This design comes from an exercise in tuning for small area on the open sky130 flow, not from production work. Where RTL was checked, it was by simulation tests only, not by an equivalence proof against the original. No functional check of the RTL was part of run 1. Power figures rest on the tool's default switching activity, not on a simulated workload.

## flow/synth.tcl

```tcl
# The standard flow's synthesis script unchanged, with abc's mapping script replaced by
# an area-oriented one (flow/area.abc). abc maps only combinational logic.
proc abc {args} {
  set i [lsearch $args -script]
  if {$i >= 0} { lset args [expr {$i + 1}] $::env(FLOW_FLOW_DIR)/area.abc }
  yosys abc {*}$args
}
source $::env(FLOW_WORK_DIR)/synth_recipe.tcl
```

## flow/run.sh

```bash
#!/bin/bash
# The standard layout (standard.sh), with three changes:
#  - synthesis maps logic with an area-oriented abc script (flow/synth.tcl);
#  - ports are buffered with the smallest buffer;
#  - the clock tree uses small buffers and no dummy loads.
# The whole run's output goes to flow_run.log here, each tool's to orfs/logs.
set -euo pipefail
export FLOW_WORK_DIR=$PWD
export FLOW_FLOW_DIR=$PWD/flow
export BUFFER_PORTS_ARGS="-buffer_cell sky130_fd_sc_hd__buf_1"
export CTS_ARGS="-sink_clustering_enable -repair_clock_nets -dont_use_dummy_load -buf_list sky130_fd_sc_hd__clkbuf_4 -sink_clustering_size 8 -sink_clustering_max_diameter 50"
sed "s#SYNTH_SCRIPT=[^ ]*#SYNTH_SCRIPT=$PWD/flow/synth.tcl#" standard.sh > my_standard.sh
grep -q "SYNTH_SCRIPT=$PWD/flow/synth.tcl" my_standard.sh
bash my_standard.sh > flow_run.log 2>&1
mkdir -p logs
cp -r orfs/logs/. logs/ 2>/dev/null || true
```

## design.v

```verilog
`timescale 1ns/100ps
`default_nettype none
package cpu_pkg;
    localparam int DATA_W       = 4;
    localparam int PC_W         = 4;
    localparam int INSTR_W      = 16;
    localparam int REG_ADDR_W   = 3;
    localparam int NUM_REGS     = 8;
    localparam int IMEM_DEPTH   = 16;
    localparam int DMEM_DEPTH   = 16;
    localparam int STALL_CYCLES = 4;
    localparam int STALL_CNT_W  = $clog2(STALL_CYCLES);
    localparam int ENC_W = 12;
    typedef logic [DATA_W-1:0]     data_t;
    typedef logic [PC_W-1:0]       pc_t;
    typedef logic [REG_ADDR_W-1:0] reg_addr_t;
    typedef enum logic [1:0] {
        RUN   = 2'd0,
        STALL = 2'd1,
        FLUSH = 2'd2,
        LOCK  = 2'd3
    } ctrl_state_e;
    function automatic logic [ENC_W-1:0] encode(logic [INSTR_W-1:0] w);
        logic [2:0] c, f1, f2, f3;
        f1 = w[11:9];
        f2 = w[8:6];
        f3 = w[5:3];
        case (w[15:12])
            4'd1:    c = 3'b000;
            4'd3:    c = 3'b001;
            4'd6:    c = 3'b010;
            4'd2:    begin c = 3'b011; f3 = w[2:0]; end
            4'd4:    begin c = 3'b100; f3 = w[2:0]; end
            4'd5:    begin c = 3'b101; f1 = w[2:0]; end
            4'd7:    begin c = {2'b11, w[3]}; f1 = w[2:0]; f2 = w[11:9]; f3 = w[8:6]; end
            4'd8:    begin c = {2'b11, w[3]}; f1 = w[2:0]; f3 = w[8:6]; end
            default: begin c = 3'b000; f1 = 3'd0; end
        endcase
        encode = {c, f1, f2, f3};
    endfunction
endpackage
`default_nettype wire
`timescale 1ns/100ps
`default_nettype none
module hold_timer (
    input  logic clk,
    input  logic i_stall,
    output logic o_expired
);
    logic [cpu_pkg::STALL_CNT_W-1:0] count;
    always_ff @(posedge clk) begin
        count <= i_stall ? count - 1'b1 : cpu_pkg::STALL_CNT_W'(cpu_pkg::STALL_CYCLES - 1);
    end
    assign o_expired = count == '0;
endmodule
`default_nettype wire
`timescale 1ns/100ps
`default_nettype none
module pipe_ctrl_fsm (
    input  logic        clk,
    input  logic        reset,
    input  logic        i_hazard,
    input  logic        i_flush_req,
    input  logic        i_lock_req,
    input  logic        i_unlock_req,
    input  logic        i_auth_valid,
    output logic        o_hold,
    output logic        o_flush,
    output cpu_pkg::ctrl_state_e o_state
);
    cpu_pkg::ctrl_state_e state;
    cpu_pkg::ctrl_state_e state_nxt;
    logic        timer_expired;
    hold_timer i_timer (
        .clk       (clk),
        .i_stall   (state == cpu_pkg::STALL),
        .o_expired (timer_expired)
    );
    always_comb begin
        state_nxt = state;
        if (state == cpu_pkg::LOCK) begin
            if (i_unlock_req && i_auth_valid) state_nxt = cpu_pkg::RUN;
        end else if (i_lock_req) begin
            state_nxt = cpu_pkg::LOCK;
        end else if (i_flush_req) begin
            state_nxt = cpu_pkg::FLUSH;
        end else begin
            case (state)
                cpu_pkg::RUN:   if (i_hazard) state_nxt = cpu_pkg::STALL;
                cpu_pkg::STALL: if (timer_expired) state_nxt = cpu_pkg::RUN;
                default:        state_nxt = cpu_pkg::RUN;
            endcase
        end
    end
    always_ff @(posedge clk or posedge reset) begin
        if (reset) state <= cpu_pkg::RUN;
        else       state <= state_nxt;
    end
    assign o_hold  = state == cpu_pkg::STALL;
    assign o_flush = state[1];               
    assign o_state = state;
endmodule
`default_nettype wire
`timescale 1ns/100ps
`default_nettype none
module register_file (
    input  logic      clk,
    input  logic      reset,
    input  logic      i_we,
    input  cpu_pkg::reg_addr_t i_waddr,
    input  cpu_pkg::data_t     i_wdata,
    input  cpu_pkg::reg_addr_t i_raddr1,
    input  cpu_pkg::reg_addr_t i_raddr2,
    output cpu_pkg::data_t     o_rdata1,
    output cpu_pkg::data_t     o_rdata2
);
    cpu_pkg::data_t regs [1:cpu_pkg::NUM_REGS-1];
    always_ff @(posedge clk or posedge reset) begin
        if (reset) begin
            for (int i = 1; i < cpu_pkg::NUM_REGS; i++) regs[i] <= '0;
        end else if (i_we) begin
            for (int i = 1; i < cpu_pkg::NUM_REGS; i++)
                if (i_waddr == 3'(i)) regs[i] <= i_wdata;
        end
    end
    always_comb begin
        o_rdata1 = '0;
        o_rdata2 = '0;
        for (int i = 1; i < cpu_pkg::NUM_REGS; i++) begin
            if (i_raddr1 == 3'(i)) o_rdata1 = regs[i];
            if (i_raddr2 == 3'(i)) o_rdata2 = regs[i];
        end
    end
endmodule
`default_nettype wire
`timescale 1ns/100ps
`default_nettype none
module fetch_decode (
    input  logic      clk,
    input  logic      reset,
    input  logic      i_hold,
    input  logic      i_flush,
    input  logic      i_redirect_valid,
    input  cpu_pkg::pc_t       i_redirect_pc,
    input  logic      i_imem_we,
    input  cpu_pkg::pc_t       i_imem_addr,
    input  logic [cpu_pkg::INSTR_W-1:0] i_imem_data,
    output cpu_pkg::pc_t       o_pc,
    output logic      o_id_ex_valid,
    output logic [cpu_pkg::ENC_W-1:0] o_id_ex_instr
);
    localparam int EW = cpu_pkg::ENC_W;
    cpu_pkg::pc_t     pc;
    logic [EW-1:0]    wenc;
    logic [3:0]       imem_hi [cpu_pkg::IMEM_DEPTH];
    logic [7:0]       imem_lo [cpu_pkg::IMEM_DEPTH];
    logic             if_id_valid;
    logic [EW-1:0]    if_id_instr;
    logic [EW-1:0]    fetched;
    assign wenc = cpu_pkg::encode(i_imem_data);
    always_comb begin
        fetched = '0;
        for (int i = 0; i < cpu_pkg::IMEM_DEPTH; i++)
            fetched |= {EW{pc == 4'(i)}} & {imem_hi[i][3], imem_lo[i][7:6], imem_hi[i][2:0], imem_lo[i][5:0]};
    end
    always_ff @(posedge clk or posedge reset) begin
        if (reset) begin
            pc <= '0;
        end else if (i_flush) begin
            pc <= '0;
        end else if (!i_hold) begin
            pc <= i_redirect_valid ? i_redirect_pc : pc + 1'b1;
        end
    end
    always_ff @(posedge clk or posedge reset) begin
        if (reset) begin
            for (int i = 0; i < cpu_pkg::IMEM_DEPTH; i++) imem_hi[i] <= '0;
        end else if (i_imem_we) begin
            imem_hi[i_imem_addr] <= {wenc[11], wenc[8:6]};
        end
    end
    always_ff @(posedge clk) begin
        if (i_imem_we) imem_lo[i_imem_addr] <= {wenc[10:9], wenc[5:0]};
    end
    always_ff @(posedge clk or posedge reset) begin
        if (reset) begin
            if_id_valid   <= 1'b0;
            o_id_ex_valid <= 1'b0;
        end else if (i_flush) begin
            if_id_valid   <= 1'b0;
            o_id_ex_valid <= 1'b0;
        end else if (!i_hold) begin
            if_id_valid   <= !i_redirect_valid;
            o_id_ex_valid <= if_id_valid && !i_redirect_valid;
        end
    end
    always_ff @(posedge clk) begin
        if (!i_hold) begin
            if_id_instr   <= fetched;
            o_id_ex_instr <= if_id_instr;
        end
    end
    assign o_pc = pc;
endmodule
`default_nettype wire
`timescale 1ns/100ps
`default_nettype none
module execute_mem (
    input  logic      clk,
    input  logic      reset,
    input  logic      i_hold,
    input  logic      i_flush,
    input  logic      i_id_ex_valid,
    input  logic [cpu_pkg::ENC_W-1:0] i_id_ex_instr,
    output cpu_pkg::reg_addr_t o_rs1_addr,
    output cpu_pkg::reg_addr_t o_rs2_addr,
    input  cpu_pkg::data_t     i_rs1_data,
    input  cpu_pkg::data_t     i_rs2_data,
    output logic      o_redirect_valid,
    output cpu_pkg::pc_t       o_redirect_pc,
    output logic      o_wb_valid,
    output cpu_pkg::reg_addr_t o_wb_addr,
    output cpu_pkg::data_t     o_wb_data
);
    logic [2:0]          c;
    cpu_pkg::reg_addr_t  f1, f2, f3;
    logic                advance;
    logic                is_beq, is_store, is_load, writes;
    cpu_pkg::data_t      op_a, op_b, opnd, diff, sum, alu_out;
    logic [1:0]          ex_mem_kind;
    cpu_pkg::reg_addr_t  ex_mem_rd;
    cpu_pkg::data_t      ex_mem_result;
    logic                ex_mem_sd3;       
    cpu_pkg::data_t      mem_result;
    cpu_pkg::data_t      dmem [cpu_pkg::DMEM_DEPTH];
    logic                mem_wb_wr;
    cpu_pkg::reg_addr_t  mem_wb_rd;
    cpu_pkg::data_t      mem_wb_data;
    assign {c, f1, f2, f3} = i_id_ex_instr;
    assign advance = !i_hold && !i_flush;
    assign is_beq   = c[2] && c[1];
    assign is_store = c == 3'b101;
    assign is_load  = c == 3'b100;
    assign writes   = (!c[2] || is_load) && f1 != 3'd0;
    assign o_rs1_addr = f2;
    assign o_rs2_addr = f3;
    function automatic logic [cpu_pkg::DATA_W-1:0] fwd(cpu_pkg::reg_addr_t src, cpu_pkg::data_t rf_data);
        logic [cpu_pkg::DATA_W-1:0] val;
        val = rf_data;
        if (ex_mem_kind[0] && ex_mem_rd == src) begin
            val = mem_result;
        end else if (mem_wb_wr && mem_wb_rd == src) begin
            val = mem_wb_data;
        end
        fwd = val;
    endfunction
    always_comb begin
        op_a = fwd(f2, i_rs1_data);
        op_b = fwd(f3, i_rs2_data);
        opnd = op_b;
        if (c == 3'b011 || c == 3'b100) opnd = {1'b0, f3};
        else if (c == 3'b101)           opnd = {1'b0, f1};
        diff = op_a ^ opnd;
        sum  = op_a + opnd;
        case (c)
            3'b001:  alu_out = op_a & opnd;
            3'b010:  alu_out = diff;
            default: alu_out = sum;
        endcase
    end
    assign o_redirect_valid = i_id_ex_valid && is_beq && diff == '0 && advance;
    assign o_redirect_pc    = {c[0], f1};
    always_ff @(posedge clk or posedge reset) begin
        if (reset) begin
            ex_mem_kind <= 2'b00;
            mem_wb_wr   <= 1'b0;
        end else if (i_flush) begin
            ex_mem_kind <= 2'b00;
            mem_wb_wr   <= 1'b0;
        end else if (!i_hold) begin
            ex_mem_kind <= {i_id_ex_valid && (is_load || is_store) && (writes || is_store),
                            i_id_ex_valid && writes};
            mem_wb_wr   <= ex_mem_kind[0];
        end
    end
    always_ff @(posedge clk) begin
        if (!i_hold) begin
            ex_mem_rd     <= is_store ? op_b[2:0] : f1;
            ex_mem_sd3    <= op_b[3];
            ex_mem_result <= alu_out;
            mem_wb_rd     <= ex_mem_rd;
            mem_wb_data   <= mem_result;
        end
    end
    always_ff @(posedge clk or posedge reset) begin
        if (reset) begin
            for (int i = 0; i < cpu_pkg::DMEM_DEPTH; i++) dmem[i] <= '0;
        end else if (ex_mem_kind == 2'b10 && advance) begin
            dmem[ex_mem_result] <= {ex_mem_sd3, ex_mem_rd};
        end
    end
    assign mem_result = ex_mem_kind[1] ? dmem[ex_mem_result] : ex_mem_result;
    assign o_wb_valid = mem_wb_wr && advance;
    assign o_wb_addr  = mem_wb_rd;
    assign o_wb_data  = mem_wb_data;
endmodule
`default_nettype wire
`timescale 1ns/100ps
`default_nettype none
module cpu_top (
    input  logic        clk,
    input  logic        reset,
    input  logic        i_imem_we,
    input  logic [3:0]  i_imem_addr,
    input  logic [15:0] i_imem_data,
    input  logic        i_hazard,
    input  logic        i_flush_req,
    input  logic        i_lock_req,
    input  logic        i_unlock_req,
    input  logic        i_auth_valid,
    output logic [3:0]  o_pc,
    output logic [1:0]  o_state,
    output logic        o_wb_valid,
    output logic [2:0]  o_wb_addr,
    output logic [3:0]  o_wb_data
);
    logic      hold;
    logic      flush;
    logic      redirect_valid;
    cpu_pkg::pc_t       redirect_pc;
    cpu_pkg::reg_addr_t rs1_addr;
    cpu_pkg::reg_addr_t rs2_addr;
    cpu_pkg::data_t     rs1_data;
    cpu_pkg::data_t     rs2_data;
    cpu_pkg::ctrl_state_e state;
    logic      id_ex_valid;
    logic [cpu_pkg::ENC_W-1:0] id_ex_instr;
    pipe_ctrl_fsm i_ctrl (
        .clk          (clk),
        .reset        (reset),
        .i_hazard     (i_hazard),
        .i_flush_req  (i_flush_req),
        .i_lock_req   (i_lock_req),
        .i_unlock_req (i_unlock_req),
        .i_auth_valid (i_auth_valid),
        .o_hold       (hold),
        .o_flush      (flush),
        .o_state      (state)
    );
    assign o_state = state;
    fetch_decode i_fetch (
        .clk              (clk),
        .reset            (reset),
        .i_hold           (hold),
        .i_flush          (flush),
        .i_redirect_valid (redirect_valid),
        .i_redirect_pc    (redirect_pc),
        .i_imem_we        (i_imem_we),
        .i_imem_addr      (i_imem_addr),
        .i_imem_data      (i_imem_data),
        .o_pc             (o_pc),
        .o_id_ex_valid    (id_ex_valid),
        .o_id_ex_instr    (id_ex_instr)
    );
    execute_mem i_exec (
        .clk              (clk),
        .reset            (reset),
        .i_hold           (hold),
        .i_flush          (flush),
        .i_id_ex_valid    (id_ex_valid),
        .i_id_ex_instr    (id_ex_instr),
        .o_rs1_addr       (rs1_addr),
        .o_rs2_addr       (rs2_addr),
        .i_rs1_data       (rs1_data),
        .i_rs2_data       (rs2_data),
        .o_redirect_valid (redirect_valid),
        .o_redirect_pc    (redirect_pc),
        .o_wb_valid       (o_wb_valid),
        .o_wb_addr        (o_wb_addr),
        .o_wb_data        (o_wb_data)
    );
    register_file i_regfile (
        .clk      (clk),
        .reset    (reset),
        .i_we     (o_wb_valid),
        .i_waddr  (o_wb_addr),
        .i_wdata  (o_wb_data),
        .i_raddr1 (rs1_addr),
        .i_raddr2 (rs2_addr),
        .o_rdata1 (rs1_data),
        .o_rdata2 (rs2_data)
    );
endmodule
`default_nettype wire
```

## config.mk

```make
export PLATFORM = sky130hd
export DESIGN_NAME = cpu_top
export DESIGN_NICKNAME = cpu_top
export VERILOG_FILES = /design/flow/design.v
export SDC_FILE = /design/flow/constraint.sdc
export NUM_CORES = 4
export LEC_CHECK = 0
export CAP_MARGIN = 20
export CORE_MARGIN = 2
export CORE_UTILIZATION = 40
export SLEW_MARGIN = 20
```

## standard.sh

```bash
#!/bin/bash
# synth_recipe.tcl (not shown) runs the flow's synth.tcl, then flattens the netlist and writes it again
# the make line also repeats each setting of config.mk as NAME=value (left out here)
make -C /OpenROAD-flow-scripts/flow DESIGN_CONFIG=/design/flow/config.mk WORK_HOME=/design/flow/orfs CLKGATE_MAP_FILE= SYNTH_SCRIPT=/design/flow/synth_recipe.tcl "${@:-finish}"
```

## constraint.sdc

```tcl
create_clock -name core_clock -period 5.0 [get_ports {clk}]
set_input_delay 1.0000 -clock core_clock [delete_from_list [all_inputs] [get_ports {clk}]]
set_output_delay 1.0000 -clock core_clock [all_outputs]
set_load 0.01 [all_outputs]
```

## flow/area.abc

```
strash
&get -n
&synch2
&syn2
&synch2
&put
dch -f
amap -F 3 -A 8
topo
```

==> results of run 1 <==
[power by group]
| part | internal (µW) | switching, µW | total, µW |
|---|---|---|---|
| combinational | 698 | 1350 | 2050 |
| sequential | 3370 | 399 | 3770 |
| clock | 457 | 896 | 1350 |
[through the flow]
step | instance area (µm²) | std cells | setup slack [ns] | util (%) | power [µW]
2_1_floorplan | 14110 | 1144 | 0.6471 | - | 4995
6_report | 15560 | 1734 | 0.7481 | 44.93 | 7172
3_5_place_dp | 15170 | 1683 | 0.8288 | 43.82 | 5846
4_1_cts | 15550 | 1733 | 0.8173 | 44.91 | 7191
5_1_grt | 15560 | 1734 | 0.3977 | 44.93 | 7572
3_3_place_gp | 15170 | 1683 | 0.8649 | 43.82 | 5839
[logic make-up after synthesis]
logic type	after synthesis
AOI/OAI and AO/OA	421
adders and majority gates	10
DFF	336
buffers and inverters	126
and+or+nand+nor	251
[worst paths after layout]
check	startpoint	endpoint	slack, ns	cells past startpoint
max reg2reg	i_exec.ex_mem_result[2]	i_fetch.pc[2]	0.75	17
min in group asynchronous	reset	i_exec.dmem[2][0]	0.47	2
min	i_ctrl.i_timer.count[0]	i_ctrl.i_timer.count[0]	0.40	1
max in group asynchronous	reset	i_fetch.imem_hi[0][2]	3.42	3
max	i_exec.ex_mem_result[2]	i_fetch.pc[2]	0.75	17
min reg2reg	i_ctrl.i_timer.count[0]	i_ctrl.i_timer.count[0]	0.40	1
[final cells by class]
type | instances | area [µm²] | share of cell area, %
sequential | 336 | 9234 | 59.35
tap | 455 | 569.3 | 3.659
multi-input combinational | 682 | 4418 | 28.40
clock buffer | 50 | 375.4 | 2.413
timing repair buffer | 85 | 484.2 | 3.112
antenna | 1 | 2.502 | 0.01608
inverter | 125 | 474.2 | 3.048
[cells in the mapped netlist, drive strengths merged, types with 7 or more instances]
cell type  count  area (µm²)
o2111ai        9       78.83
o22a          90       788.3
o21ai         29       145.1
edfxtp       167        5015
a22o           7       61.31
o221ai         8       70.07
clkinv       125       469.2
o221a          7       78.83
o22ai         52       325.3
a22oi         50       375.4
nand3          8       40.04
nor2         149       559.3
nand2         48       180.2
a21oi         71       355.3
o32a          13       130.1
a222oi        46       460.4
nor3          20       100.1
a32oi         10       87.58
dfrtp        167        4179
ha             9       112.6
[registers in the layout (all words and copies together), names as in the netlist]
register and flops:
i_exec.ex_mem_rd 3, i_fetch.o_id_ex_instr 12, i_fetch.if_id_instr 12, i_fetch.o_id_ex_valid 1, i_fetch.imem_lo 128, i_fetch.pc 4
i_exec.mem_wb_wr 1, i_ctrl.i_timer.count 2, i_exec.mem_wb_data 4, i_exec.ex_mem_kind 2, i_exec.ex_mem_sd3 1, i_exec.dmem 64
i_ctrl.state 2, i_exec.mem_wb_rd 3, i_fetch.imem_hi 64, i_regfile.regs 28, i_exec.ex_mem_result 4, i_fetch.if_id_valid 1
[routing by layer]
metal  vias to the layer above  wire [µm]
met5                         -          0
met1                      5234      17190
met4                         0        859
li1                       4813          -
met2                       362      18280
met3                        67       2470
==> impl_metrics.yaml, run 1 <==
status:
  status: "finished clean"
drt:
  ant_nets: 0
  wl_um: 38800
  drtIter0Drc: 956
  first_pass_iters: 6
  viasPerCell: 6.042
  drc: 0
  routedWlPerCell_um: 22.37
  vias: 10480
yosys:
  synth_edf_count: 167
  netlist_instances: 1144
  syn-num-nets: 1182
  synthSimpleGateAreaFrac_pct: 7.539
  yosysUniqueCellTypes: 46
  synth_top_family_by_area: "compound AO/OA/AOI/OAI gates"
  synth_seq_area_share_pct: 65.46
  synth_xor_area_share_pct: 0
  synth.avg_cell_area_um2: 12.33
  synthMuxAreaShare_pct: 0
  synthArstFlopShare_pct: 49.70
  synth_compound_area_share_pct: 22.68
  synth_area_um2: 14110
  synth_warnings: 8
  synth_seq_cells: 336
  synthAdderAreaFrac_pct: 0.9402
  synthFlopType: "edfxtp_1"
power_and_ir_drop:
  peakVddDrop_uv: 194.0
  powerDensity_nw_per_um2: 461.0
  p_leak_uw: 0.005638
die:
  pin_count: 42
  core_area_um2: 34630
  die_x_um: 191.8
  dieArea_um2: 36780
  rows: 68
  chipHeight_um: 191.8
  start_util_pct: 40.74
clocking:
  cts_sinks: 336
  post_cts_resized: 0
  clk_path_buf_depth: 3
  cts_tree: "built"
  post-cts-setup-buffer-count: 0
  ctsHtreeMaxLevel: 2
  cts_buffers: 50
  insertion_delay_ns: 0.72
  root_buffer: "clkbuf_4"
  cts-hold-fix-buffers: 0
  clk_pin_slew_ns: 0.10
global_route:
  grt_use_met1_pct: 30.28
  antenna_found_initial: 2
  grt_use_total_pct: 21.68
  grt_pass1_vias: 10340
  gr-total-overflow: 0
  grt_pass1_wl_um: 60620
  grt_busiest_layer: "met2"
  grtUsageMet3_pct: 3.325
  grt_max_degree: 104
  grtUsageMet2_pct: 34.95
setup_path:
  crit_arrival_ns: 4.85
  path_buf_inv: 4
  critical_path.top_delay_family: "compound AO/OA/AOI/OAI gates"
  cp-end-kind: "flip-flop"
  slowest_stage: "edfxtp_1"
  crit_fanout: 15
  path_class: "flip-flop to flip-flop"
  cp_cell_sequence: "clkinv_1 > nor2_1 > o221ai_1 > o22ai_1 > a21oi_1 > o221a_1 > o22ai_1 > clkinv_1 > o22ai_1 > nor2b_1 > ha_1 > or4_1 > nor3_1 > buf_4 > clkinv_1 > o32a_1 > o221a_1"
  required_ns: 5.60
  crit_path_max_incr_delay_ns: 0.64
  worstSetupStartpointType: "flip-flop"
cells_and_area:
  nFillCells: 3185
  layout_common_cells: "dfrtp_1, edfxtp_1, nor2_1, clkinv_1, o22a_1"
  layout-drive-gt1-share_pct: 7.825
  area_growth_pct: 10.29
  fin_nets: 1318
sta:
  rsz0062_at_grt: "false"
  final-hold-violation-count: 0
  period_share_pct: 85.04
  tightestPinTransition_ns: 1.103
  maxSlewViolCount: 0
  setup_viol: 0
  fin_skew_ns: 0.07625
  relSlewSlack_pct: 26.21
  fin_crit_ns: 4.252
  timing.hold.ws_ns: 0.3965
  fmax_mhz: 235.2
  setup_tns_ns: 0
run:
  maxCapViolations: 0
place:
  portBuffers: 41
  place.gp.congestion: 0.8735
  hpwlAfterDp_um: 26420
min_path:
  holdCritPathClass: "flip-flop to flip-flop"
==> run 2, diff against run 1 <==
--- a/design.v
+++ b/design.v
@@ -299,7 +299,13 @@
             dmem[ex_mem_result] <= {ex_mem_sd3, ex_mem_rd};
         end
     end
-    assign mem_result = ex_mem_kind[1] ? dmem[ex_mem_result] : ex_mem_result;
+    cpu_pkg::data_t      dmem_rd;
+    always_comb begin
+        dmem_rd = '0;
+        for (int i = 0; i < cpu_pkg::DMEM_DEPTH; i++)
+            dmem_rd |= {cpu_pkg::DATA_W{ex_mem_result == 4'(i)}} & dmem[i];
+    end
+    assign mem_result = ex_mem_kind[1] ? dmem_rd : ex_mem_result;
     assign o_wb_valid = mem_wb_wr && advance;
     assign o_wb_addr  = mem_wb_rd;
     assign o_wb_data  = mem_wb_data;
--- a/config.mk
+++ b/config.mk
@@ -7,5 +7,6 @@
 export LEC_CHECK = 0
 export CAP_MARGIN = 20
 export CORE_MARGIN = 2
-export CORE_UTILIZATION = 40
+export CORE_UTILIZATION = 65
+export PLACE_DENSITY = 0.75
 export SLEW_MARGIN = 20
==> impl_metrics.yaml, run 2 <==
yosys:
  synth_seq_cells: 336
  synthArstFlopShare_pct: 49.70
  synth_top_family_by_area: "compound AO/OA/AOI/OAI gates"
  yosysUniqueCellTypes: 41
  synth_warnings: 8
  synth.avg_cell_area_um2: 12.35
  synth_area_um2: 14030
  synthMuxAreaShare_pct: 0
  synth_area_leader_cell: "edfxtp_1"
  netlist_instances: 1136
  synthSimpleGateAreaFrac_pct: 7.386
  synth_seq_area_share_pct: 65.83
  synth_top_area_share_pct: 35.75
  synth_xor_area_share_pct: 0
  synth_compound_area_share_pct: 22.11
  synth_area_leaders: "edfxtp_1, dfrtp_1, o22a_1"
  syn-num-nets: 1174
  synthFlopType: "edfxtp_1"
  synth_edf_count: 167
  synth_common_cells: "dfrtp_1, edfxtp_1, nor2_1, clkinv_1, o22a_1"
  synthAdderAreaFrac_pct: 0.9456
die:
  pin_count: 42
  chipHeight_um: 150.9
  dieArea_um2: 22770
  rows: 53
  start_util_pct: 66.51
  core_area_um2: 21090
  die_x_um: 150.9
global_route:
  grt_use_total_pct: 30.93
  gr-total-overflow: 0
  grt_max_degree: 108
  grtUsageMet3_pct: 4.849
  grt_use_met1_pct: 41.72
  grt_pass1_wl_um: 53900
  grtUsageMet2_pct: 51.66
  grt_pass1_vias: 10080
  antenna_found_initial: 1
  grt_busiest_layer: "met2"
clocking:
  cts_tree: "built"
  cts_buffers: 48
  ctsHtreeMaxLevel: 2
  cts-hold-fix-buffers: 0
  root_buffer: "clkbuf_4"
  cts_sinks: 336
  clk_pin_slew_ns: 0.09
  insertion_delay_ns: 0.69
  post-cts-setup-buffer-count: 0
  clk_path_buf_depth: 3
  post_cts_resized: 0
setup_path:
  rr_endpoint: "i_fetch.pc[3]"
  r2r-start: "i_exec.ex_mem_result[1]"
  r2r_cells: 16
  required_ns: 5.51
  path_class: "flip-flop to flip-flop"
  cp-end-kind: "flip-flop"
  crit_arrival_ns: 5.02
  worstSetupStartpointType: "flip-flop"
  crit_fanout: 14
  ff2ff_setup_slack_ns: 0.49
min_path:
  worstHoldEndpoint: "i_ctrl.i_timer.count[0]"
  holdCritPathClass: "flip-flop to flip-flop"
  worstHoldPathCells: 1
  worstHoldStart: "i_ctrl.i_timer.count[0]"
cells_and_area:
  top_register: "i_fetch.imem_lo"
  nFillCells: 1496
  layout-drive-gt1-share_pct: 6.619
  largest_reg_flops: 128
  fin_nets: 1294
  utilization_pct: 71.81
  largestRegisters: "i_fetch.imem_lo x128, i_exec.dmem x64, i_fetch.imem_hi x64"
  layout_common_cells: "dfrtp_1, edfxtp_1, nor2_1, clkinv_1, o22a_1"
  area_growth_pct: 7.966
sta:
  relSlewSlack_pct: 24.67
  tightestPinTransition_ns: 1.126
  maxSlewViolCount: 0
  final-hold-violation-count: 0
  fmax_mhz: 221.7
  fin_crit_ns: 4.511
  rsz0062_at_grt: "false"
  period_share_pct: 90.22
  setup_viol: 0
  fin_skew_ns: 0.08555
  setup_tns_ns: 0
drt:
  viasPerCell: 6.752
  wl_um: 33610
  drc: 0
  vias: 10330
  ant_nets: 0
  drtIter0Drc: 1167
  routedWlPerCell_um: 21.97
  first_pass_iters: 7
power_and_ir_drop:
  p_leak_uw: 0.005517
  powerDensity_nw_per_um2: 453.8
  peakVddDrop_uv: 254.3
run:
  maxCapViolations: 0
place:
  place.gp.congestion: 0.9447
  portBuffers: 41
  hpwlAfterDp_um: 22950
status:
  status: "finished clean"
-- run 2: changes by cell type after synthesis, moves of 7 or more --
cell,previous run,this run
o32a_1,13,5
a32oi_1,10,3
a222oi_1,46,59
or3_1,6,14
o21ai_0,29,43
a221oi_1,6,15
a22oi_1,50,23
a21oi_1,71,58
clkinv_1,125,137
a31oi_1,5,20
nand2_1,48,41
nor2_1,149,142
-- run 2: metal layers --
metal,up-vias,share of wire (%)
li1,4719,-
met1,5023,39
met2,509,50
met3,79,7.8
met4,0,3.3
met5,-,0
-- run 2: area by class of cell --
cell class                 count  area (µm²)  area share, %
timing repair buffer          71       391.6          2.586
antenna                        1       2.502        0.01652
inverter                     137       519.2          3.429
tap                          275       344.1          2.272
sequential                   336        9234          60.98
clock buffer                  48       360.3          2.380
multi-input combinational    662        4292          28.34
-- run 2: metrics by stage --
step	std cells	hold slack, ns	instance area, µm²	setup slack [ns]	power (µW)
floorplan	1136	0.3620	14030	0.9633	4941
global placement	1481	0.3699	14760	0.5687	5595
detailed placement	1481	0.3781	14760	0.4013	5617
CTS	1529	0.4004	15120	0.3225	6861
global route	1530	0.4272	15140	0.08320	7258
finish	1530	0.4023	15140	0.4892	6872
-- run 2: kinds of logic (layout without fill, tap and decap cells) --
logic type / count (synthesis) / in the layout
other: 0 / 1
and+or+nand+nor: 242 / 242
buffers and inverters: 138 / 256
AOI/OAI and AO/OA: 410 / 410
DFF: 336 / 336
adders and majority gates: 10 / 10
-- run 2: worst max-delay path by stage --
stage | depth (start not counted) | end | start
2_1_floorplan | 16 | i_fetch.pc[3] | i_exec.ex_mem_result[0]
3_3_place_gp | 17 | i_fetch.pc[3] | i_exec.ex_mem_result[0]
3_5_place_dp | 17 | i_fetch.pc[3] | i_exec.ex_mem_result[0]
4_1_cts | 17 | i_fetch.pc[3] | i_exec.ex_mem_result[0]
5_1_grt | 17 | i_fetch.pc[3] | i_exec.ex_mem_result[0]
6_report | 16 | i_fetch.pc[3] | i_exec.ex_mem_result[1]
-- run 2: critical path: stages, from the launching register on --
cell and delay (ns):
edfxtp_1 0.61, clkinv_1 0.41, nor3_2 0.47, a222oi_1 0.18
a32oi_1 0.27, or3_1 0.16, o211ai_1 0.13, a31oi_1 0.31
ha_1 0.31, or4_1 0.55, nor3_1 0.19, nand2_1 0.20
clkinv_1 0.15, a31oi_1 0.05, nor2_1 0.14, o221a_1 0.19
nor3_1 0.04
-- run 2: report_power, final --
part / internal, µW / total, µW / switching (µW)
registers: 3370 / 3750 / 382
logic: 665 / 1850 / 1190
clock network: 440 / 1270 / 827
total: 4470 / 6870 / 2400
==> run 3, diff against run 2 <==
--- a/flow/run.sh
+++ b/flow/run.sh
@@ -7,6 +7,7 @@
 set -euo pipefail
 export FLOW_WORK_DIR=$PWD
 export FLOW_FLOW_DIR=$PWD/flow
+export RECOVER_POWER=100
 export BUFFER_PORTS_ARGS="-buffer_cell sky130_fd_sc_hd__buf_1"
 export CTS_ARGS="-sink_clustering_enable -repair_clock_nets -dont_use_dummy_load -buf_list sky130_fd_sc_hd__clkbuf_4 -sink_clustering_size 8 -sink_clustering_max_diameter 50"
 sed "s#SYNTH_SCRIPT=[^ ]*#SYNTH_SCRIPT=$PWD/flow/synth.tcl#" standard.sh > my_standard.sh
==> impl_metrics.yaml, run 3 <==
status:
  status: "complete, but fails checks"
  failed_checks: "max-capacitance violations, max-slew violations"
power_and_ir_drop:
  p_leak_uw: 0.005426
  peakVddDrop_uv: 254.6
  post-layout-total-power_uw: 6880
  powerDensity_nw_per_um2: 457.1
setup_path:
  ff2ff_setup_slack_ns: 0.49
  rr_endpoint: "i_fetch.pc[3]"
  cp_cell_sequence: "buf_4 > clkinv_1 > nor3_2 > a222oi_1 > a32oi_1 > or3_1 > o211ai_1 > a31oi_1 > ha_1 > or4_1 > nor3_1 > nand2_1 > clkinv_1 > a31oi_1 > nor2_1 > o221a_1 > nor3_1"
  r2r_cells: 17
  crit_path_max_incr_delay_ns: 0.54
  slowest_stage: "or4_1"
  path_class: "flip-flop to flip-flop"
  r2r-start: "i_exec.ex_mem_result[0]"
  crit_fanout: 19
  required_ns: 5.52
  cp-end-kind: "flip-flop"
  crit_arrival_ns: 5.03
  worstSetupStartpointType: "flip-flop"
die:
  rows: 53
  start_util_pct: 66.51
  core_area_um2: 21090
  dieArea_um2: 22770
  pin_count: 42
  chipHeight_um: 150.9
  die_x_um: 150.9
min_path:
  worstHoldStart: "i_ctrl.i_timer.count[0]"
  holdCritPathClass: "flip-flop to flip-flop"
  worstHoldPathCells: 1
  worstHoldEndpoint: "i_ctrl.i_timer.count[0]"
yosys:
  synthFlopType: "edfxtp_1"
  synth_top_area_share_pct: 35.75
  netlist_instances: 1136
  synth_warnings: 8
  synth_common_cells: "dfrtp_1, edfxtp_1, nor2_1, clkinv_1, o22a_1"
  synth_seq_area_share_pct: 65.83
  yosysUniqueCellTypes: 41
  synth_area_leader_cell: "edfxtp_1"
  synth_area_leaders: "edfxtp_1, dfrtp_1, o22a_1"
  syn-num-nets: 1174
  synthArstFlopShare_pct: 49.70
  synth_edf_count: 167
  synth.avg_cell_area_um2: 12.35
  synth_seq_cells: 336
  synth_area_um2: 14030
cells_and_area:
  layout-drive-gt1-share_pct: 5.024
  layout_common_cells: "dfrtp_1, edfxtp_1, nor2_1, clkinv_1, o22a_1"
  fin_nets: 1294
  instances_no_fill: 1530
  largest_reg_flops: 128
  largestRegisters: "i_fetch.imem_lo x128, i_exec.dmem x64, i_fetch.imem_hi x64"
  area_growth_pct: 7.297
  top_register: "i_fetch.imem_lo"
clocking:
  root_buffer: "clkbuf_4"
  cts_buffers: 48
  clk_pin_slew_ns: 0.09
  cts-hold-fix-buffers: 0
  ctsHtreeMaxLevel: 2
  cts_tree: "built"
  post_cts_resized: 0
  insertion_delay_ns: 0.68
  post-cts-setup-buffer-count: 0
  clk_path_buf_depth: 3
  cts_sinks: 336
sta:
  final-hold-violation-count: 0
  fmax_mhz: 221.8
  fin_crit_ns: 4.509
  fin_skew_ns: 0.07876
  setup_tns_ns: 0
  maxSlewViolCount: 155
  tightestPinTransition_ns: 2.315
  rsz0062_at_grt: "false"
  period_share_pct: 90.18
  relSlewSlack_pct: -54.33
  setup_viol: 0
place:
  portBuffers: 41
  hpwlAfterDp_um: 22950
  placed_cells: 1481
  place.gp.congestion: 0.9447
drt:
  ant_nets: 0
  drtIter0Drc: 1240
  first_pass_iters: 8
  drc: 0
  viasPerCell: 6.753
  wl_um: 33650
  vias: 10330
  routedWlPerCell_um: 21.99
global_route:
  gr-total-overflow: 0
  grt_use_total_pct: 30.93
  grt_pass1_vias: 10080
  grt_max_degree: 108
  grt_pass1_wl_um: 53900
  antenna_found_initial: 1
run:
  maxCapViolations: 3
-- run 3: worst max path at each step --
stage	end	cells after the start	startpoint
CTS	i_fetch.pc[3]	17	i_exec.ex_mem_result[0]
global route	i_fetch.pc[3]	17	i_exec.ex_mem_result[0]
global placement	i_fetch.pc[3]	17	i_exec.ex_mem_result[0]
finish	i_fetch.pc[3]	17	i_exec.ex_mem_result[0]
floorplan	i_fetch.pc[3]	16	i_exec.ex_mem_result[0]
detailed placement	i_fetch.pc[3]	17	i_exec.ex_mem_result[0]
-- run 3: cell type report --
cell class | count | area, µm²
fill | 1524 | 6038
inverter | 137 | 518.0
multi-input combinational | 662 | 4285
tap | 275 | 344.1
antenna | 1 | 2.502
clock buffer | 48 | 360.3
timing repair buffer | 71 | 305.3
sequential | 336 | 9234
-- run 3: metal layers --
layer	track usage (%)	vias up	wire (µm)
met4	11.12	0	1091
met2	51.66	508	16650
li1	-	4723	-
met5	0	-	0
met1	41.72	5021	13220
met3	4.849	80	2684
-- run 3: cells by family (layout without fill, tap and decap cells) --
kind of cell	count (synthesis)	count (layout)	share of synthesized area, %
compound gates	410	410	22.11
fa+ha+maj	10	10	0.9456
simple gates	242	242	7.386
buf+inv	138	256	3.720
other cells	0	1	0
flops	336	336	65.83
-- run 3: critical path, delay by kind of cell, from the launching register on --
family	cells	cell delay, ns
adders and majority gates	1	0.32
DFF	1	0.33
buffers and inverters	3	0.82
and+or+nand+nor	7	1.80
AOI/OAI and AO/OA	6	1.12
-- run 3: metrics by stage --
stage / hold slack [ns] / setup slack [ns] / area [µm²] / utilization (%)
3_5_place_dp: 0.3781 / 0.4013 / 14760 / 70.01
5_1_grt: 0.4272 / 0.08320 / 15050 / 71.37
2_1_floorplan: 0.3620 / 0.9633 / 14030 / -
3_3_place_gp: 0.3699 / 0.5687 / 14760 / 70.01
4_1_cts: 0.4004 / 0.3225 / 15120 / 71.72
6_report: 0.4012 / 0.4908 / 15050 / 71.37
-- run 3: power by group --
part	switching [µW]	internal, µW
Sequential	381	3380
Clock	831	440
Combinational	1190	657
Total	2410	4470
==> run 4, diff against run 3 <==
--- a/flow/run.sh
+++ b/flow/run.sh
@@ -7,7 +7,6 @@
 set -euo pipefail
 export FLOW_WORK_DIR=$PWD
 export FLOW_FLOW_DIR=$PWD/flow
-export RECOVER_POWER=100
 export BUFFER_PORTS_ARGS="-buffer_cell sky130_fd_sc_hd__buf_1"
 export CTS_ARGS="-sink_clustering_enable -repair_clock_nets -dont_use_dummy_load -buf_list sky130_fd_sc_hd__clkbuf_4 -sink_clustering_size 8 -sink_clustering_max_diameter 50"
 sed "s#SYNTH_SCRIPT=[^ ]*#SYNTH_SCRIPT=$PWD/flow/synth.tcl#" standard.sh > my_standard.sh
--- a/config.mk
+++ b/config.mk
@@ -7,6 +7,5 @@
 export LEC_CHECK = 0
 export CAP_MARGIN = 20
 export CORE_MARGIN = 2
-export CORE_UTILIZATION = 65
-export PLACE_DENSITY = 0.75
+export CORE_UTILIZATION = 40
 export SLEW_MARGIN = 20
==> impl_metrics.yaml, run 4 <==
status:
  status: "finished clean"
cells_and_area:
  largestRegisters: "i_fetch.imem_lo x128, i_exec.dmem x64, i_fetch.imem_hi x64"
  area_growth_pct: 9.732
  layout_common_cells: "dfrtp_1, edfxtp_1, nor2_1, clkinv_1, o22a_1"
  layout-drive-gt1-share_pct: 6.916
  utilization_pct: 44.56
  largest_reg_flops: 128
  top_register: "i_fetch.imem_lo"
  fin_nets: 1298
yosys:
  synth_area_um2: 14030
  netlist_instances: 1136
  syn-num-nets: 1174
  synth.avg_cell_area_um2: 12.35
  synth_top_area_share_pct: 35.75
  synth_common_cells: "dfrtp_1, edfxtp_1, nor2_1, clkinv_1, o22a_1"
  synth_warnings: 8
  synth_edf_count: 167
  synthFlopType: "edfxtp_1"
  yosysUniqueCellTypes: 41
  synth_area_leader_cell: "edfxtp_1"
  synth_seq_area_share_pct: 65.83
  synth_area_leaders: "edfxtp_1, dfrtp_1, o22a_1"
  synthArstFlopShare_pct: 49.70
  synth_seq_cells: 336
clocking:
  root_buffer: "clkbuf_4"
  ctsHtreeMaxLevel: 2
  clk_path_buf_depth: 3
  cts_buffers: 49
  clk_pin_slew_ns: 0.09
  cts_sinks: 336
  post-cts-setup-buffer-count: 0
  insertion_delay_ns: 0.72
  cts_tree: "built"
global_route:
  antenna_found_initial: 1
  grt_pass1_vias: 10080
  grt_max_degree: 78
  grt_use_total_pct: 20.44
  gr-total-overflow: 0
  grt_pass1_wl_um: 57390
drt:
  routedWlPerCell_um: 21.25
  drc: 0
  drtIter0Drc: 1037
  vias: 10340
  first_pass_iters: 7
  wl_um: 36420
  ant_nets: 0
  viasPerCell: 6.030
power_and_ir_drop:
  peakVddDrop_uv: 256.0
  powerDensity_nw_per_um2: 452.9
  p_leak_uw: 0.005530
die:
  rows: 68
  dieArea_um2: 36580
  die_x_um: 191.3
  pin_count: 42
  core_area_um2: 34540
  chipHeight_um: 191.3
  start_util_pct: 40.60
min_path:
  worstHoldPathCells: 0
  worstHoldEndpoint: "i_fetch.o_id_ex_instr[10]"
  worstHoldStart: "i_fetch.if_id_instr[10]"
  holdCritPathClass: "flip-flop to flip-flop"
sta:
  maxSlewViolCount: 0
  fin_crit_ns: 4.614
  final-hold-violation-count: 0
  fin_skew_ns: 0.07914
  setup_viol: 0
  period_share_pct: 92.28
  worst_slack_ns: 0.3859
  tightestPinTransition_ns: 1.108
  relSlewSlack_pct: 25.85
  fmax_mhz: 216.7
  rsz0062_at_grt: "false"
  setup_tns_ns: 0
setup_path:
  path_class: "flip-flop to flip-flop"
  ff2ff_setup_slack_ns: 0.39
  crit_fanout: 19
  r2r-start: "i_exec.ex_mem_result[0]"
  required_ns: 5.52
  worstSetupStartpointType: "flip-flop"
  rr_endpoint: "i_fetch.pc[3]"
  r2r_cells: 17
  crit_start: "i_exec.ex_mem_result[0]"
  cp-end-kind: "flip-flop"
  crit_arrival_ns: 5.13
place:
  hpwlAfterDp_um: 24560
  portBuffers: 41
  pre_cts_slack_ns: 0.3669
  place.gp.congestion: 0.9011
run:
  maxCapViolations: 0
==> run 4: cell counts after synthesis <==
No cell type changed its count.
==> run 4: per-stage QoR <==
step / hold slack (ns) / std cells / area (µm²) / power [µW]
6_report: 0.3699 / 1714 / 15390 / 6970
5_1_grt: 0.3760 / 1714 / 15390 / 7385
4_1_cts: 0.3579 / 1713 / 15380 / 6998
3_5_place_dp: 0.3728 / 1664 / 15010 / 5682
3_3_place_gp: 0.3674 / 1664 / 15010 / 5655
2_1_floorplan: 0.3620 / 1136 / 14030 / 4941
==> run 4: report_power, final <==
part           internal, µW  leakage (µW)  switching [µW]
Clock                   449      0.000225             871
Sequential             3370       0.00372             372
Combinational           671       0.00158            1240
==> run 4: worst max path at each step <==
stage / to / slack (ns) / depth (start not counted)
2_1_floorplan: i_fetch.pc[3] / 0.96 / 16
3_3_place_gp: i_fetch.pc[3] / 0.56 / 17
3_5_place_dp: i_fetch.pc[3] / 0.37 / 17
4_1_cts: i_fetch.pc[3] / 0.25 / 17
5_1_grt: i_fetch.pc[3] / 0.03 / 17
6_report: i_fetch.pc[3] / 0.39 / 17
==> run 4: kinds of logic after synthesis <==
logic type | count (synthesis) | synth area share, %
DFF | 336 | 65.83
and+or+nand+nor | 242 | 7.386
AOI/OAI and AO/OA | 410 | 22.11
adders and majority gates | 10 | 0.9456
buffers and inverters | 138 | 3.720
==> run 4: critical path, stage by stage, from the launching register on <==
cell and delay (ns):
edfxtp_1 0.33, buf_4 0.22, clkinv_1 0.47, nor3_2 0.51
a222oi_1 0.18, a32oi_1 0.24, or3_1 0.20, o21ai_0 0.14
o22ai_1 0.30, ha_1 0.31, or4_1 0.55, nor3_1 0.19
nand2_1 0.20, clkinv_1 0.14, a31oi_1 0.05, nor2_1 0.13
o221a_1 0.19, nor3_1 0.04
==> run 4: final cells by class <==
cell class,count,area [µm²]
fillers,3229,19150
flip-flops and latches,336,9234
multi-input cells,662,4297
well taps,455,569.3
inverters,137,519.2
repair buffers,74,401.6
clock buffers,49,367.9
diodes,1,2.502
==> run 4: metal layers <==
layer  global-route usage (%)  up-vias  part of all wire (%)
met5                        0        -                     0
met4                    7.426        0                   2.9
met3                    3.874       73                   7.8
met2                    32.56      436                    47
met1                    27.89     5085                    43
li1                         -     4741                     -
==> run 4: repair_timing <==
item / in CTS / in global routing
endpoints found under the setup margin: 0 / 2
hold buffers: 0 / 0
resized for setup: 0 / 2

-- separate check: timing with driven ports --
No port has a modelled driver above. Below, the same layouts with a new extraction and two added sets of constraints. Step 1 (the two cells are an assumption about what drives the block):
set clk [get_ports {clk}]
set_driving_cell -lib_cell sky130_fd_sc_hd__clkbuf_16 $clk
set_driving_cell -lib_cell sky130_fd_sc_hd__buf_2 [delete_from_list [all_inputs] $clk]
Step 2 adds t to the input delays and takes it off the output delays; t is the mean of the earliest and latest rising clock arrival at the registers after step 1. Input paths then give back, and output paths get back, about the clock's delay inside the block. Slacks: ideal ports / drivers / drivers and shift; pairs: ideal ports / drivers.
| run | t (ns) | slack for setup (ns) | latest minus earliest clock arrival (ns) | worst register clock-pin slew, ns |
|---|---|---|---|---|
| run 1 | 0.736 | 0.748 / 0.748 / 0.748 | 0.086 / 0.085 | 0.10 / 0.10 |
| run 2 | 0.689 | 0.489 / 0.489 / 0.489 | 0.086 / 0.085 | 0.09 / 0.09 |
| run 3 | 0.690 | 0.491 / 0.491 / 0.491 | 0.079 / 0.079 | 0.09 / 0.09 |
| run 4 | 0.723 | 0.386 / 0.386 / 0.386 | 0.080 / 0.079 | 0.10 / 0.10 |
